Background: an optimization exercise with open tools, aiming at small area and a short achievable clock period. Do not read the settings as production practice. Where RTL was checked, it was by simulation tests only, not by an equivalence proof against the original. No activity file was given, so power comes from the tool's default toggle rates.

## the baseline
// st_source
module st_source (
   input  logic                          clk,
   input  logic                          reset,
   input  logic                          psel,
   input  logic                          penable,
   input  logic                          pwrite,
   input  st_source_pkg::apb_addr_t      paddr,
   input  logic [31:0]                   pwdata,
   output logic [31:0]                   prdata,
   output logic                          pready,
   output logic                          pslverr,
   output logic                          src_valid,
   output st_source_pkg::st_data_t       src_data,
   output st_source_pkg::st_channel_t    src_channel,
   output logic                          src_sop,
   output logic                          src_eop,
   input  logic                          src_ready
);
==> module st_source, before the edit <==
module st_source (
   input  logic                          clk,
   input  logic                          reset,
   input  logic                          psel,
   input  logic                          penable,
   input  logic                          pwrite,
   input  st_source_pkg::apb_addr_t      paddr,
   input  logic [31:0]                   pwdata,
   output logic [31:0]                   prdata,
   output logic                          pready,
   output logic                          pslverr,
   output logic                          src_valid,
   output st_source_pkg::st_data_t       src_data,
   output st_source_pkg::st_channel_t    src_channel,
   output logic                          src_sop,
   output logic                          src_eop,
   input  logic                          src_ready
);
   localparam int dw = st_source_pkg::data_w;
   localparam int cw = st_source_pkg::channel_w;
   localparam int iw = st_source_pkg::idle_w;
   localparam int lw = st_source_pkg::lat_w;
   localparam int bw = dw + cw + 2;
   logic          setup;
   logic          a_ctrl, a_data, a_status, a_resp;
   logic          sel_ctrl, sel_data, sel_resp;
   logic [17:0]   rdata_q;
   logic          err_q;
   assign setup    = psel && !penable;
   assign a_ctrl   =  pwrite && (paddr == st_source_pkg::reg_ctrl);
   assign a_data   =  pwrite && (paddr == st_source_pkg::reg_data);
   assign a_status = !pwrite && (paddr == st_source_pkg::reg_status);
   assign a_resp   = !pwrite && (paddr == st_source_pkg::reg_resp);
   always_ff @(posedge clk) begin
      sel_ctrl <= setup && a_ctrl;
      sel_data <= setup && a_data;
      sel_resp <= setup && a_resp;
   end
   assign pready  = 1'b1;
   assign prdata  = {14'd0, rdata_q};
   assign pslverr = err_q;
   logic          ctrl_sop, ctrl_eop;
   st_source_pkg::st_channel_t   ctrl_channel;
   st_source_pkg::idle_t         ctrl_idles;
   always_ff @(posedge clk or posedge reset) begin
      if (reset) begin
         ctrl_sop     <= 1'b0;
         ctrl_eop     <= 1'b0;
         ctrl_channel <= '0;
         ctrl_idles   <= '0;
      end else if (sel_ctrl) begin
         ctrl_sop     <= pwdata[0];
         ctrl_eop     <= pwdata[1];
         ctrl_channel <= pwdata[7:4];
         ctrl_idles   <= pwdata[23:16];
      end
   end
   logic [iw+bw-1:0]  tmem [16];
   logic [3:0]        t_wr, t_rd;
   logic [4:0]        t_cnt, t_cnt_n;
   logic              t_push, t_pop;
   logic [iw+bw-1:0]  t_head;
   assign t_push = sel_data && !t_cnt[4];
   assign t_head = tmem[t_rd];
   always_comb begin
      t_cnt_n = t_cnt;
      if (t_push && !t_pop)      t_cnt_n = t_cnt + 1'b1;
      else if (t_pop && !t_push) t_cnt_n = t_cnt - 1'b1;
   end
   always_ff @(posedge clk) begin
      if (t_push) begin
         tmem[t_wr] <= {ctrl_idles, ctrl_sop, ctrl_eop, ctrl_channel, pwdata};
      end
   end
   always_ff @(posedge clk or posedge reset) begin
      if (reset) begin
         t_wr  <= '0;
         t_rd  <= '0;
         t_cnt <= '0;
      end else begin
         if (t_push) t_wr <= t_wr + 1'b1;
         if (t_pop)  t_rd <= t_rd + 1'b1;
         t_cnt <= t_cnt_n;
      end
   end
   logic [bw-1:0]  beat_q;
   logic           valid_q, valid_n;
   logic           counting, counting_n;
   logic [iw-1:0]  idle_cnt;
   logic           head_iz;
   logic           last_idle;
   logic           accept;
   assign accept    = valid_q && src_ready;
   assign head_iz   = (t_head[bw +: iw] == '0);
   assign last_idle = (idle_cnt == iw'(1));
   assign t_pop     = (t_cnt != '0) && !counting && (!valid_q || src_ready);
   always_comb begin
      if (t_pop) begin
         valid_n    = head_iz;
         counting_n = !head_iz;
      end else if (counting) begin
         valid_n    = last_idle;
         counting_n = !last_idle;
      end else begin
         valid_n    = valid_q && !src_ready;
         counting_n = 1'b0;
      end
   end
   always_ff @(posedge clk) begin
      if (t_pop) begin
         beat_q <= t_head[bw-1:0];
      end
   end
   always_ff @(posedge clk) begin
      if (t_pop) begin
         idle_cnt <= t_head[bw +: iw];
      end else begin
         idle_cnt <= idle_cnt - 1'b1;
      end
   end
   always_ff @(posedge clk or posedge reset) begin
      if (reset) begin
         valid_q  <= 1'b0;
         counting <= 1'b0;
      end else begin
         valid_q  <= valid_n;
         counting <= counting_n;
      end
   end
   assign src_valid   = valid_q;
   assign src_data    = {dw{valid_q}} & beat_q[dw-1:0];
   assign src_channel = {cw{valid_q}} & beat_q[dw +: cw];
   assign src_eop     = valid_q && beat_q[dw+cw];
   assign src_sop     = valid_q && beat_q[dw+cw+1];
   logic [lw-1:0]  stall_cnt;
   always_ff @(posedge clk) begin
      if (valid_q && !src_ready) begin
         stall_cnt <= (stall_cnt == '1) ? stall_cnt : stall_cnt + 1'b1;
      end else begin
         stall_cnt <= '0;
      end
   end
   logic [lw-1:0]  rmem [15];
   logic [lw-1:0]  r_head, r_head_n;
   logic [3:0]     r_wr, r_rd;
   logic [4:0]     r_cnt, r_cnt_n;
   logic           r_ne, r_ne_n;
   logic           r_push, r_pop;
   logic           to_head, to_mem, from_mem;
   logic           ovf_q, ovf_n;
   assign r_push   = accept && !r_cnt[4];
   assign r_pop    = sel_resp && r_ne;
   assign to_head  = r_push && ((r_cnt == 5'd0) || ((r_cnt == 5'd1) && r_pop));
   assign to_mem   = r_push && !to_head;
   assign from_mem = r_pop && (r_cnt > 5'd1);
   assign ovf_n    = ovf_q || (accept && r_cnt[4]);
   always_comb begin
      r_cnt_n = r_cnt;
      r_ne_n  = r_ne;
      if (r_push && !r_pop) begin
         r_cnt_n = r_cnt + 1'b1;
         r_ne_n  = 1'b1;
      end else if (r_pop && !r_push) begin
         r_cnt_n = r_cnt - 1'b1;
         r_ne_n  = (r_cnt != 5'd1);
      end
      if (from_mem)     r_head_n = rmem[r_rd];
      else if (to_head) r_head_n = stall_cnt;
      else              r_head_n = r_head;
   end
   always_ff @(posedge clk) begin
      if (to_mem) begin
         rmem[r_wr] <= stall_cnt;
      end
      r_head <= r_head_n;
   end
   always_ff @(posedge clk or posedge reset) begin
      if (reset) begin
         r_wr  <= '0;
         r_rd  <= '0;
         r_cnt <= '0;
         r_ne  <= 1'b0;
         ovf_q <= 1'b0;
      end else begin
         if (to_mem)   r_wr <= (r_wr == 4'd14) ? 4'd0 : r_wr + 1'b1;
         if (from_mem) r_rd <= (r_rd == 4'd14) ? 4'd0 : r_rd + 1'b1;
         r_cnt <= r_cnt_n;
         r_ne  <= r_ne_n;
         ovf_q <= ovf_n;
      end
   end
   logic complete_n;
   assign complete_n = (t_cnt_n == '0) && !valid_n && !counting_n;
   always_ff @(posedge clk) begin
      rdata_q <= '0;
      if (setup && a_status) begin
         rdata_q <= {ovf_n, complete_n, 3'd0, r_cnt_n, 3'd0, t_cnt_n};
      end else if (setup && a_resp && r_ne_n) begin
         rdata_q <= {2'd0, r_head_n};
      end
      err_q <= setup && ((a_data && t_cnt_n[4]) || (a_resp && !r_ne_n));
   end
endmodule
clock: 5.0 ns
lec_check: 0
cap_margin: 20
core_margin: 2
core_utilization: 40
setup_slack_margin: 2.5
slew_margin: 20
run.sh (not shown) runs the stock make flow with config.mk's settings and CLKGATE_MAP_FILE= SYNTH_SCRIPT=/design/flow/synth_recipe.tcl, a recipe that flattens the netlist after the stock synthesis.
Here is what was changed in the inputs of the candidate compared with the baseline.
diff --git a/flow/design.v b/flow/design.v
--- a/flow/design.v
+++ b/flow/design.v
@@ -51,9 +51,8 @@
    localparam int bw = dw + cw + 2;
    logic          setup;
    logic          a_ctrl, a_data, a_status, a_resp;
-   logic          sel_ctrl, sel_data, sel_resp;
+   logic          sel_ctrl, sel_data, sel_resp, sel_status;
    logic [17:0]   rdata_q;
-   logic          err_q;
    assign setup    = psel && !penable;
    assign a_ctrl   =  pwrite && (paddr == st_source_pkg::reg_ctrl);
    assign a_data   =  pwrite && (paddr == st_source_pkg::reg_data);
@@ -65,8 +64,6 @@
       sel_resp <= setup && a_resp;
    end
    assign pready  = 1'b1;
-   assign prdata  = {14'd0, rdata_q};
-   assign pslverr = err_q;
    logic          ctrl_sop, ctrl_eop;
    st_source_pkg::st_channel_t   ctrl_channel;
    st_source_pkg::idle_t         ctrl_idles;
@@ -155,11 +152,18 @@
          counting <= counting_n;
       end
    end
+   logic [bw-1:0]  port_q;
+   logic [bw-1:0]  beat_n;
+   assign beat_n = t_pop ? t_head[bw-1:0] : beat_q;
+   always_ff @(posedge clk or posedge reset) begin
+      if (reset) port_q <= '0;
+      else       port_q <= {bw{valid_n}} & beat_n;
+   end
    assign src_valid   = valid_q;
-   assign src_data    = {dw{valid_q}} & beat_q[dw-1:0];
-   assign src_channel = {cw{valid_q}} & beat_q[dw +: cw];
-   assign src_eop     = valid_q && beat_q[dw+cw];
-   assign src_sop     = valid_q && beat_q[dw+cw+1];
+   assign src_data    = port_q[dw-1:0];
+   assign src_channel = port_q[dw +: cw];
+   assign src_eop     = port_q[dw+cw];
+   assign src_sop     = port_q[dw+cw+1];
    logic [lw-1:0]  stall_cnt;
    always_ff @(posedge clk) begin
       if (valid_q && !src_ready) begin
@@ -218,14 +222,28 @@
       end
    end
    logic complete_n;
+   logic complete_q;
+   logic err_data_q;
    assign complete_n = (t_cnt_n == '0) && !valid_n && !counting_n;
-   always_ff @(posedge clk) begin
-      rdata_q <= '0;
-      if (setup && a_status) begin
-         rdata_q <= {ovf_n, complete_n, 3'd0, r_cnt_n, 3'd0, t_cnt_n};
-      end else if (setup && a_resp && r_ne_n) begin
-         rdata_q <= {2'd0, r_head_n};
-      end
-      err_q <= setup && ((a_data && t_cnt_n[4]) || (a_resp && !r_ne_n));
-   end
+   always_ff @(posedge clk or posedge reset) begin
+      if (reset) begin
+         rdata_q    <= '0;
+         err_data_q <= 1'b0;
+         complete_q <= 1'b1;
+      end else begin
+         rdata_q <= '0;
+         if (setup && a_status) begin
+            rdata_q <= {ovf_n, 1'b0, 3'd0, r_cnt_n, 3'd0, t_cnt_n};
+         end else if (setup && a_resp && r_ne_n) begin
+            rdata_q <= {2'd0, r_head_n};
+         end
+         err_data_q <= setup && a_data && t_cnt_n[4];
+         complete_q <= complete_n;
+      end
+   end
+   always_ff @(posedge clk) begin
+      sel_status <= setup && a_status;
+   end
+   assign prdata  = {14'd0, rdata_q[17], sel_status && complete_q, rdata_q[15:0]};
+   assign pslverr = err_data_q || (sel_resp && !r_ne);
 endmodule
==> run summary <==
On die area, the lower figure sits with the baseline, not the candidate.
Compared with the baseline, in the candidate number of optimization iterations in the first detailed-route pass increased 2, worst endpoint data arrival time increased 1.52 ns, utilization increased 0.20 points.
Summary of the candidate over the baseline: total power has increased; total number of sequential cells has increased; part of the total power dissipated in sequential elements has decreased.
On longest individual stage delay on the worst path, the higher figure sits with the baseline, not the candidate.
NOTE synthesized cell count the baseline->the candidate increased by more than 10%
The candidate vs. the baseline: area fraction of clock buffers and clock inverters saw little to no change, share of synthesized flip-flops with an asynchronous set or reset picked up an extra 4.8 points, fmax increased by 13 MHz relative to the old numbers, worst hold slack after final layout went down by 0.058 ns.
Going from the baseline to the candidate, number of flip-flops and latches in the synthesized netlist grew by a few percent.
Only the layout flow was run in the baseline; the RTL was not checked for function there.

static timing again, ports no longer ideal:
No port has a modelled driver above. Below, the same layouts with a new extraction and two added sets of constraints.
Step 1, drivers: a clkbuf_16 drives clk and a buf_2 each remaining input, both assumed.
Step 2 also shifts input and output timing later by t, the mid clock arrival at the registers, as if the neighbouring blocks saw the same clock.
Three values: ideal, step 1, step 2; two values: the first two.
run | shift t [ns] | slack for setup (ns) | worst slew at a driven data input, ns
the baseline | 0.744 | 2.177 / 2.107 / 1.931 | 0.11
the candidate | 0.756 | 2.275 / 2.275 / 1.979 | 0.09
After both steps setup and hold are still met in every run listed. The setup slack of the candidate, which loses most, moves by 0.000 ns with the drivers and by -0.296 ns with both steps.
